Source: an optimization exercise on an open RTL-to-GDS flow (aim: small area). Production flows keep margins and buffers that such runs may drop.
Only simulation tests tie the RTL to the original design; equivalence was not proved.
Power and IR drop assume default switching activity.

--- flow/config.mk ---
export PLATFORM = sky130hd
export DESIGN_NAME = c_subset_token_scanner
export DESIGN_NICKNAME = c_subset_token_scanner
export VERILOG_FILES = /design/flow/design.v
export SDC_FILE = /design/flow/constraint.sdc
export NUM_CORES = 4
export LEC_CHECK = 0
export CAP_MARGIN = 20
export CORE_MARGIN = 2
export CORE_UTILIZATION = 40
export SLEW_MARGIN = 20
--- flow/constraint.sdc ---
create_clock -name core_clock -period 8.0 [get_ports {clk}]
set_input_delay 1.6000 -clock core_clock [delete_from_list [all_inputs] [get_ports {clk}]]
set_output_delay 1.6000 -clock core_clock [all_outputs]
set_load 0.01 [all_outputs]
--- flow/design.v ---
package cst_pkg;
  localparam int LINE_W   = 16;
  localparam int START_W  = 24;
  localparam int LENGTH_W = 16;
  localparam int ENTRY_W = 72;
  localparam logic [3:0] TK_NONE = 4'd2;
endpackage
module cst_front (
  input  logic        clk,
  input  logic        rst,
  input  logic        src_valid,
  input  logic [8:0]  src_item,
  input  logic        full,
  output logic        push,
  output logic [71:0] push_entry
);
  localparam logic [2:0] MODE_IDLE     = 3'd0;
  localparam logic [2:0] MODE_IDENT    = 3'd1;
  localparam logic [2:0] MODE_NUMBER   = 3'd2;
  localparam logic [2:0] MODE_NUMDOT   = 3'd3;
  localparam logic [2:0] MODE_FRACTION = 3'd4;
  localparam logic [2:0] MODE_SLASH    = 3'd5;
  localparam logic [2:0] MODE_COMMENT  = 3'd6;
  logic [2:0]  mode, mode_next;
  logic [15:0] line_count, line_next;
  logic [23:0] byte_offset, offset_next;
  logic [23:0] token_origin;
  logic [15:0] token_count, count_next;
  logic [3:0]  kw_progress, kw_next;
  logic        finished, finished_next;
  logic        fire, eos, active;
  logic [7:0]  c;
  logic        is_letter, is_digit, is_ws, is_lf, is_slash, is_dot, is_punct;
  logic [3:0]  pkind, kw_start, kw_adv;
  logic        do_flush, do_start, cont, line_adv;
  logic [1:0]  cnt_add;
  logic [16:0] count_sum;
  logic [16:0] line_sum;
  logic [24:0] offset_sum;
  logic [2:0]  fk;
  logic [3:0]  tk;
  logic        x;
  assign fire   = src_valid && !full;
  assign eos    = src_item[0];
  assign c      = src_item[8:1];
  assign active = fire && !eos && !finished;
  assign is_letter = (c >= 8'h61 && c <= 8'h7A) || (c >= 8'h41 && c <= 8'h5A) || c == 8'h5F;
  assign is_digit  = c >= 8'h30 && c <= 8'h39;
  assign is_ws     = c == 8'h20 || c == 8'h09 || c == 8'h0D;
  assign is_lf     = c == 8'h0A;
  assign is_slash  = c == 8'h2F;
  assign is_dot    = c == 8'h2E;
  always_comb begin
    is_punct = 1'b1;
    case (c)
      8'h28:   pkind = 4'd4;
      8'h29:   pkind = 4'd5;
      8'h7B:   pkind = 4'd6;
      8'h7D:   pkind = 4'd7;
      8'h5B:   pkind = 4'd8;
      8'h5D:   pkind = 4'd9;
      8'h3B:   pkind = 4'd10;
      8'h7E:   pkind = 4'd11;
      8'h2D:   pkind = 4'd12;
      default: begin pkind = 4'd1; is_punct = 1'b0; end
    endcase
  end
  always_comb begin
    case (c)
      8'h69:   kw_start = 4'd1;
      8'h76:   kw_start = 4'd4;
      8'h72:   kw_start = 4'd8;
      default: kw_start = 4'd0;
    endcase
  end
  always_comb begin
    kw_adv = 4'd0;
    case (kw_progress)
      4'd1:  if (c == 8'h6E) kw_adv = 4'd2;
      4'd2:  if (c == 8'h74) kw_adv = 4'd3;
      4'd4:  if (c == 8'h6F) kw_adv = 4'd5;
      4'd5:  if (c == 8'h69) kw_adv = 4'd6;
      4'd6:  if (c == 8'h64) kw_adv = 4'd7;
      4'd8:  if (c == 8'h65) kw_adv = 4'd9;
      4'd9:  if (c == 8'h74) kw_adv = 4'd10;
      4'd10: if (c == 8'h75) kw_adv = 4'd11;
      4'd11: if (c == 8'h72) kw_adv = 4'd12;
      4'd12: if (c == 8'h6E) kw_adv = 4'd13;
      default: kw_adv = 4'd0;
    endcase
  end
  always_comb begin
    cont    = 1'b0;
    cnt_add = 2'd1;
    case (mode)
      MODE_IDENT:    cont = is_letter || is_digit;
      MODE_NUMBER:   cont = is_digit || is_dot;
      MODE_NUMDOT:   begin cont = is_digit; cnt_add = 2'd2; end
      MODE_FRACTION: cont = is_digit;
      MODE_SLASH:    cont = is_slash;
      MODE_COMMENT:  cont = 1'b1;
      default:       cont = 1'b0;
    endcase
  end
  assign do_start = active && !cont;
  assign do_flush = (fire && eos && !finished) || do_start;
  assign count_sum  = {1'b0, token_count} + {15'd0, cnt_add};
  assign line_sum   = {1'b0, line_count} + 17'd1;
  assign offset_sum = {1'b0, byte_offset} + 25'd1;
  assign line_adv = active && is_lf && (mode == MODE_COMMENT || !cont);
  always_comb begin
    mode_next     = mode;
    count_next    = token_count;
    kw_next       = kw_progress;
    finished_next = finished;
    offset_next   = byte_offset;
    line_next     = line_count;
    if (line_adv) line_next = line_sum[16] ? line_count : line_sum[15:0];
    if (active) begin
      offset_next = offset_sum[24] ? byte_offset : offset_sum[23:0];
      if (cont) begin
        count_next = count_sum[16] ? 16'hFFFF : count_sum[15:0];
        kw_next    = kw_adv;
        case (mode)
          MODE_NUMBER:  if (is_dot) begin mode_next = MODE_NUMDOT; count_next = token_count; end
          MODE_NUMDOT:  mode_next = MODE_FRACTION;
          MODE_SLASH:   mode_next = MODE_COMMENT;
          MODE_COMMENT: if (is_lf) mode_next = MODE_IDLE;
          default:      mode_next = mode;
        endcase
      end else begin
        count_next = 16'd1;
        kw_next    = kw_start;
        if (is_slash)       mode_next = MODE_SLASH;
        else if (is_letter) mode_next = MODE_IDENT;
        else if (is_digit)  mode_next = MODE_NUMBER;
        else                mode_next = MODE_IDLE;
      end
    end
    if (fire && eos) begin
      finished_next = 1'b1;
      mode_next     = MODE_IDLE;
      kw_next       = 4'd0;
    end
  end
  always_comb begin
    fk = 3'd0;
    if (do_flush) begin
      case (mode)
        MODE_IDENT: begin
          case (kw_progress)
            4'd3:    fk = 3'd5;
            4'd7:    fk = 3'd6;
            4'd13:   fk = 3'd7;
            default: fk = 3'd3;
          endcase
        end
        MODE_NUMBER, MODE_FRACTION: fk = 3'd2;
        MODE_NUMDOT:                fk = 3'd4;
        MODE_SLASH:                 fk = 3'd1;
        default:                    fk = 3'd0;
      endcase
    end
  end
  always_comb begin
    tk = cst_pkg::TK_NONE;
    if (fire && eos)
      tk = 4'd0;
    else if (do_start && !(is_ws || is_lf || is_slash || is_letter || is_digit))
      tk = pkind;
  end
  assign x    = (fk == 3'd0) || (token_count == 16'hFFFF);
  assign push = fire && (fk != 3'd0 || tk != cst_pkg::TK_NONE);
  assign push_entry = {line_count, token_origin, byte_offset[23:16],
                       x ? byte_offset[15:0] : token_count, x, fk, tk};
  always_ff @(posedge clk) begin
    if (rst) begin
      mode        <= MODE_IDLE;
      line_count  <= 16'd1;
      byte_offset <= '0;
      token_count <= '0;
      kw_progress <= 4'd0;
      finished    <= 1'b0;
    end else begin
      mode        <= mode_next;
      line_count  <= line_next;
      byte_offset <= offset_next;
      token_count <= count_next;
      kw_progress <= kw_next;
      finished    <= finished_next;
    end
  end
  always_ff @(posedge clk) begin
    if (do_start) token_origin <= byte_offset;
  end
endmodule
module cst_queue (
  input  logic        clk,
  input  logic        rst,
  input  logic        push,
  input  logic [71:0] push_entry,
  output logic        full,
  input  logic        pop,
  output logic [71:0] head,
  output logic        empty
);
  logic [71:0] store [4];
  logic [1:0]  rd_ptr, wr_ptr;
  logic [2:0]  count;
  assign full   = count[2];
  assign empty  = (count == 3'd0);
  assign wr_ptr = rd_ptr + count[1:0];
  assign head   = store[rd_ptr];
  always_ff @(posedge clk) begin
    if (push) store[wr_ptr] <= push_entry;
  end
  always_ff @(posedge clk) begin
    if (rst) begin
      rd_ptr <= 2'd0;
      count  <= 3'd0;
    end else begin
      if (pop) rd_ptr <= rd_ptr + 2'd1;
      case ({push, pop})
        2'b10:   count <= count + 3'd1;
        2'b01:   count <= count - 3'd1;
        default: count <= count;
      endcase
    end
  end
endmodule
module cst_back (
  input  logic        clk,
  input  logic        rst,
  input  logic [71:0] head,
  input  logic        empty,
  output logic        pop,
  output logic        tok_valid,
  input  logic        tok_ready,
  output logic [60:0] tok_item
);
  logic [15:0] line;
  logic [23:0] a, d;
  logic        x;
  logic [2:0]  fk;
  logic [3:0]  tk;
  logic [1:0]  idx, fc, last_idx;
  logic        tv, is_last, sel_f0, sel_f1, numdot;
  logic [3:0]  kind, f0_kind;
  logic [23:0] p, q, off, start;
  logic [24:0] sum;
  logic [15:0] length;
  assign {line, a, d, x, fk, tk} = head;
  assign numdot   = (fk == 3'd4);
  assign fc       = {numdot, (fk != 3'd0) && !numdot};
  assign tv       = (tk != cst_pkg::TK_NONE);
  assign last_idx = fc + {1'b0, tv} - 2'd1;
  assign is_last  = (idx == last_idx);
  assign sel_f0   = (idx == 2'd0) && (fk != 3'd0);
  assign sel_f1   = (idx == 2'd1) && numdot;
  always_comb begin
    case (fk)
      3'd1:    f0_kind = 4'd1;
      3'd3:    f0_kind = 4'd3;
      3'd5:    f0_kind = 4'd13;
      3'd6:    f0_kind = 4'd14;
      3'd7:    f0_kind = 4'd15;
      default: f0_kind = 4'd2;
    endcase
  end
  assign p   = x ? d : a;
  assign q   = x ? 24'hFFFFFF : {8'd0, d[15:0]};
  assign sum = {1'b0, p} + {1'b0, q} + {24'd0, x ? !sel_f1 : numdot && !sel_f1};
  always_comb begin
    off = sum[23:0];
    if (!x) begin
      if (sum[24]) off = {23'h7FFFFF, !sel_f1};
      else if (sel_f1 && sum[23:0] == 24'hFFFFFF) off = 24'hFFFFFE;
    end
  end
  always_comb begin
    if (sel_f0) begin
      kind   = f0_kind;
      start  = a;
      length = (fk == 3'd1) ? 16'd1 : (x ? 16'hFFFF : d[15:0]);
    end else if (sel_f1) begin
      kind   = 4'd1;
      start  = off;
      length = 16'd1;
    end else begin
      kind   = tk;
      start  = off;
      length = (tk == 4'd0) ? 16'd0 : 16'd1;
    end
  end
  assign tok_valid = !empty;
  assign pop       = tok_valid && tok_ready && is_last;
  assign tok_item  = {kind, line, start, length, is_last};
  always_ff @(posedge clk) begin
    if (rst) begin
      idx <= 2'd0;
    end else if (tok_valid && tok_ready) begin
      idx <= is_last ? 2'd0 : idx + 2'd1;
    end
  end
endmodule
module c_subset_token_scanner (
  input  logic        clk,
  input  logic        rst,
  input  logic        src_valid,
  output logic        src_ready,
  input  logic [8:0]  src_item,
  output logic        tok_valid,
  input  logic        tok_ready,
  output logic [60:0] tok_item
);
  logic        push, pop, full, empty;
  logic [71:0] push_entry, head;
  assign src_ready = !full;
  cst_front u_front (
    .clk       (clk),
    .rst       (rst),
    .src_valid (src_valid),
    .src_item  (src_item),
    .full      (full),
    .push      (push),
    .push_entry(push_entry)
  );
  cst_queue u_queue (
    .clk       (clk),
    .rst       (rst),
    .push      (push),
    .push_entry(push_entry),
    .full      (full),
    .pop       (pop),
    .head      (head),
    .empty     (empty)
  );
  cst_back u_back (
    .clk      (clk),
    .rst      (rst),
    .head     (head),
    .empty    (empty),
    .pop      (pop),
    .tok_valid(tok_valid),
    .tok_ready(tok_ready),
    .tok_item (tok_item)
  );
endmodule
--- flow/run.sh ---
#!/bin/bash
# synth_recipe.tcl (not shown) runs the flow's synth.tcl, then flattens the netlist and writes it again
# the make line also repeats each setting of config.mk as NAME=value (left out here)
make -C /OpenROAD-flow-scripts/flow DESIGN_CONFIG=/design/flow/config.mk WORK_HOME=/design/flow/orfs CLKGATE_MAP_FILE= SYNTH_SCRIPT=/design/flow/synth_recipe.tcl finish
==> run_results.csv <==
group,metric,value,unit
worst_setup_path,crit_path_start_kind,"flop",
cts,ctsHtreeMaxLevel,2,
grt,first_global_vias,11400,
logic_synthesis,syn_nets,1421,
worst_setup_path,rrSetupSlack,3.25,ns
timing,fin_crit_sh,0.966,
drt,wl_per_cell,20.4,microns
timing,worst_pin_slew,1.05,ns
logic_synthesis,syn_area_per_cell,13.1,sq um
drt,drc,0,
drt,highest_layer,"met4",
placed_design,gp_congestion,0.913,
cts,clk_pin_slew,0.06,ns
cts,numCtsBuffers,38,
drt,met3_length,1.87,mm
timing,rsz0062_at_grt,"no",
timing,drv_slew,0,
die,fp.dieH,216,microns
pwr,ir_drop,168,uV
cells_and_area,post_route_cells_drive_above_1_share,0.149,
worst_setup_path,path_class,"flop to output port",
timing,fmax,129,MHz
drt,antenna_left,0,
placed_design,dp_slack,0.812,ns
cells_and_area,final_common_cell,"edfxtp_1",
cells_and_area,syn2layout_area_growth,14.9,%
cts,cts_resized,0,
status,status,"no timing/DRC/antenna violations",
die,fp.coreArea,0.0443,sq mm
cts,cts-root-buf,"clkbuf_16",
placed_design,dp_hpwl,27.9,mm
cts,hold_buffers,0,
grt,grt_pass1_wl,65.4,mm
worst_setup_path,critPathMaxStageDelay,0.56,ns
drt,routed-via-count,11400,
timing,finalWorstSetupSlack,0.269,ns
logic_synthesis,yosysSeqAreaShare,0.602,
timing,relSlewSlack,0.298,
grt,grt_use_total,0.179,
drt,routed_wl,42.0,mm
logic_synthesis,synth_edf_count,312,
worst_setup_path,worstSetupEndpointType,"output port",
grt,antenna_found_initial,0,
logic_synthesis,synthTopCellsByArea,"edfxtp_1, mux4_2, dfxtp_1, nor2_1, mux2_2",
logic_synthesis,synth_seq_cells,385,
logic_synthesis,synth-main-ff-cell,"edfxtp_1",
die,rows,77,
worst_setup_path,critical_path.slowest_cell,"mux4_2",
min_path,hp-start,"u_front.finished$_SDFFE_PP0P_",
timing,fin_worst_hold_slack,0.487,ns
die,design.die.area,0.0467,sq mm
die,top_level_ports,76,
min_path,hold_class,"flop to flop",
cells_and_area,fin_nets,1481,
timing,period_minus_slack,7.73,ns
drt,dr.pass1.iters,7,
cts,insertion_delay,0.54,ns
logic_synthesis,syn_area,0.0180,sq mm
cts,post-cts-setup-buffers,0,
logic_synthesis,synth_top_area_share,0.521,
drt,drt_iter0_drc,979,
cells_and_area,instances_no_fill,2054,
logic_synthesis,synth_top_area_cell,"edfxtp_1",
drt,wl_met2,20.4,mm
grt,grt_max_degree,73,
logic_synthesis,async_reset_ff_frac,0,
placed_design,port_buffers,75,
logic_synthesis,ys_types,65,
logic_synthesis,yosys_warnings,3,
drt,route.layer.met1.wl,18.9,mm
pwr,p_per_area,364,mW/mm^2
pwr,leakage,6.67,nW
cells_and_area,layout_common_cells,"edfxtp_1, nor2_1, a21oi_1, clkdlybuf4s50_1, mux4_2",
cells_and_area,num_antenna_cells,0,
job,cap_viol_max_count,0,
timing,setup_violations,0,
worst_setup_path,cp_max_fo,11,
worst_setup_path,critPathRequiredTime,6.40,ns
grt,overflow,0,
cts,cts_tree,"built",
placed_design,dp_cells,1984,
die,start_util,0.406,
timing,skew,0.0230,ns
cts,clockBufferDepth,3,
cts,cts_sinks,385,
logic_synthesis,postSynthCellCount,1372,
cells_and_area,filler_cell_count,3940,
worst_setup_path,crit_arrival,6.13,ns
worst_setup_path,worstPathCellList,"mux4_2, or2_2, nor2b_1, mux2i_1, fa_1, inv_1, fa_1, a211o_1, a211o_1, a21oi_1, xor2_1, a2111oi_0, o2111a_1, nand4_1, o31ai_1, a31oi_1, clkdlybuf4s50_1",
die,die_w,216,microns
drt,post_drt_via_cell_ratio,5.55,
timing,finalHoldViolations,0,
-- final timing paths --
| kind | depth (start not counted) | end |
|---|---|---|
| setup / recovery | 17 | tok_item[17] |
| hold / removal | 2 | u_front.finished$_SDFFE_PP0P_ |
| setup reg to reg | 12 | u_queue.count[2]$_SDFFE_PP0P_ |
| hold reg to reg | 2 | u_front.finished$_SDFFE_PP0P_ |
-- stage by stage --
step           utilization  setup TNS (ns)  power, mW  area (sq um)
2_1_floorplan            -         -302.98       4.54         18000
6_report             0.466               0       7.51         20700
5_1_grt              0.466               0       7.90         20700
3_3_place_gp         0.438               0       5.84         19400
4_1_cts              0.466               0       7.59         20700
3_5_place_dp         0.438               0       5.83         19400
-- layout make-up --
type,count,area (sq um),area share
Inverter,27,101,0.00491
Multi-Input combinational cell,885,6790,0.329
Sequential cell,385,10800,0.525
Tap cell,592,741,0.0359
Timing Repair Buffer,95,946,0.0458
Clock inverter,17,143,0.00691
Clock buffer,53,1090,0.0528
-- report_power, final --
part           switching [mW]  leakage [nW]  internal [mW]
registers              0.0822          3.56           2.48
clock network           0.739         0.601          0.997
logic                    1.84          2.52           1.38
total                    2.66          6.67           4.86
-- critical path, delay by kind of cell (launching register included) --
| family | cells | cell delay, ns |
|---|---|---|
| AO/OA/AOI/OAI | 7 | 2.03 |
| multiplexers | 2 | 0.84 |
| adder cells (fa/ha/maj) | 2 | 0.71 |
| AND/OR/NAND/NOR | 3 | 0.70 |
| buffers and inverters | 2 | 0.62 |
| flip-flops | 1 | 0.49 |
| XOR/XNOR | 1 | 0.18 |
-- state kept, by name, indices dropped and copies added, names as in the netlist, named ones only --
register and count:
u_front.byte_offset 24, u_front.mode 3, u_queue.count 3, u_front.token_count 16, u_back.idx 2, u_front.kw_progress 4, u_front.finished 1, u_front.token_origin 24
u_front.line_count 16, u_queue.rd_ptr 2, u_queue.store 288
-- kinds of logic after synthesis --
| group | count (synthesis) | synth area share |
|---|---|---|
| buffers and inverters | 102 | 0.0220 |
| XOR/XNOR | 65 | 0.0317 |
| multiplexers | 119 | 0.119 |
| adder cells (fa/ha/maj) | 36 | 0.0267 |
| AND/OR/NAND/NOR | 441 | 0.121 |
| flip-flops | 385 | 0.602 |
| AO/OA/AOI/OAI | 224 | 0.0774 |
-- layer usage --
metal | global-route usage | up-vias
met5 | 0 | -
met4 | 0.0438 | 0
met3 | 0.0249 | 58
met2 | 0.302 | 249
met1 | 0.247 | 5726
li1 | - | 5366
-- synthesized netlist by cell type (27+ instances only) --
library cell / count
nor3_1: 39
mux2_2: 41
clkbuf_1: 64
a21oi_1: 80
inv_1: 27
a31oi_1: 27
nor2_1: 149
mux4_2: 72
o21ai_0: 38
nor2b_1: 27
nand2_1: 67
xor2_1: 36
xnor2_1: 29
nand3_1: 49
edfxtp_1: 312
dfxtp_1: 73
ha_1: 32

re-timing with driven ports:
Ports are ideal in the flow. The routed layout listed here was re-timed in OpenROAD. Step 1 (the two cells are an assumption about what drives the block):
set clk [get_ports {clk}]
set_driving_cell -lib_cell sky130_fd_sc_hd__clkbuf_16 $clk
set_driving_cell -lib_cell sky130_fd_sc_hd__buf_2 [delete_from_list [all_inputs] $clk]
Step 2 moves the port delays by t, midway between the first and last clock arrival at a register: inputs arrive t later, outputs are due t later. That takes back most of the time a late clock gives input paths. Slacks: no drivers / after step 1 / after step 2; pairs: no drivers / after step 1.
t, ns: 0.585
slack for setup (ns): 0.269 / 0.216 / 0.801
latest minus earliest clock arrival (ns): 0.023 / 0.023
pins driven straight from the clock port: 1
After both steps setup and hold are still met in this run. For this run, drivers alone change the setup slack by -0.053 ns; drivers and shift together by +0.532 ns.
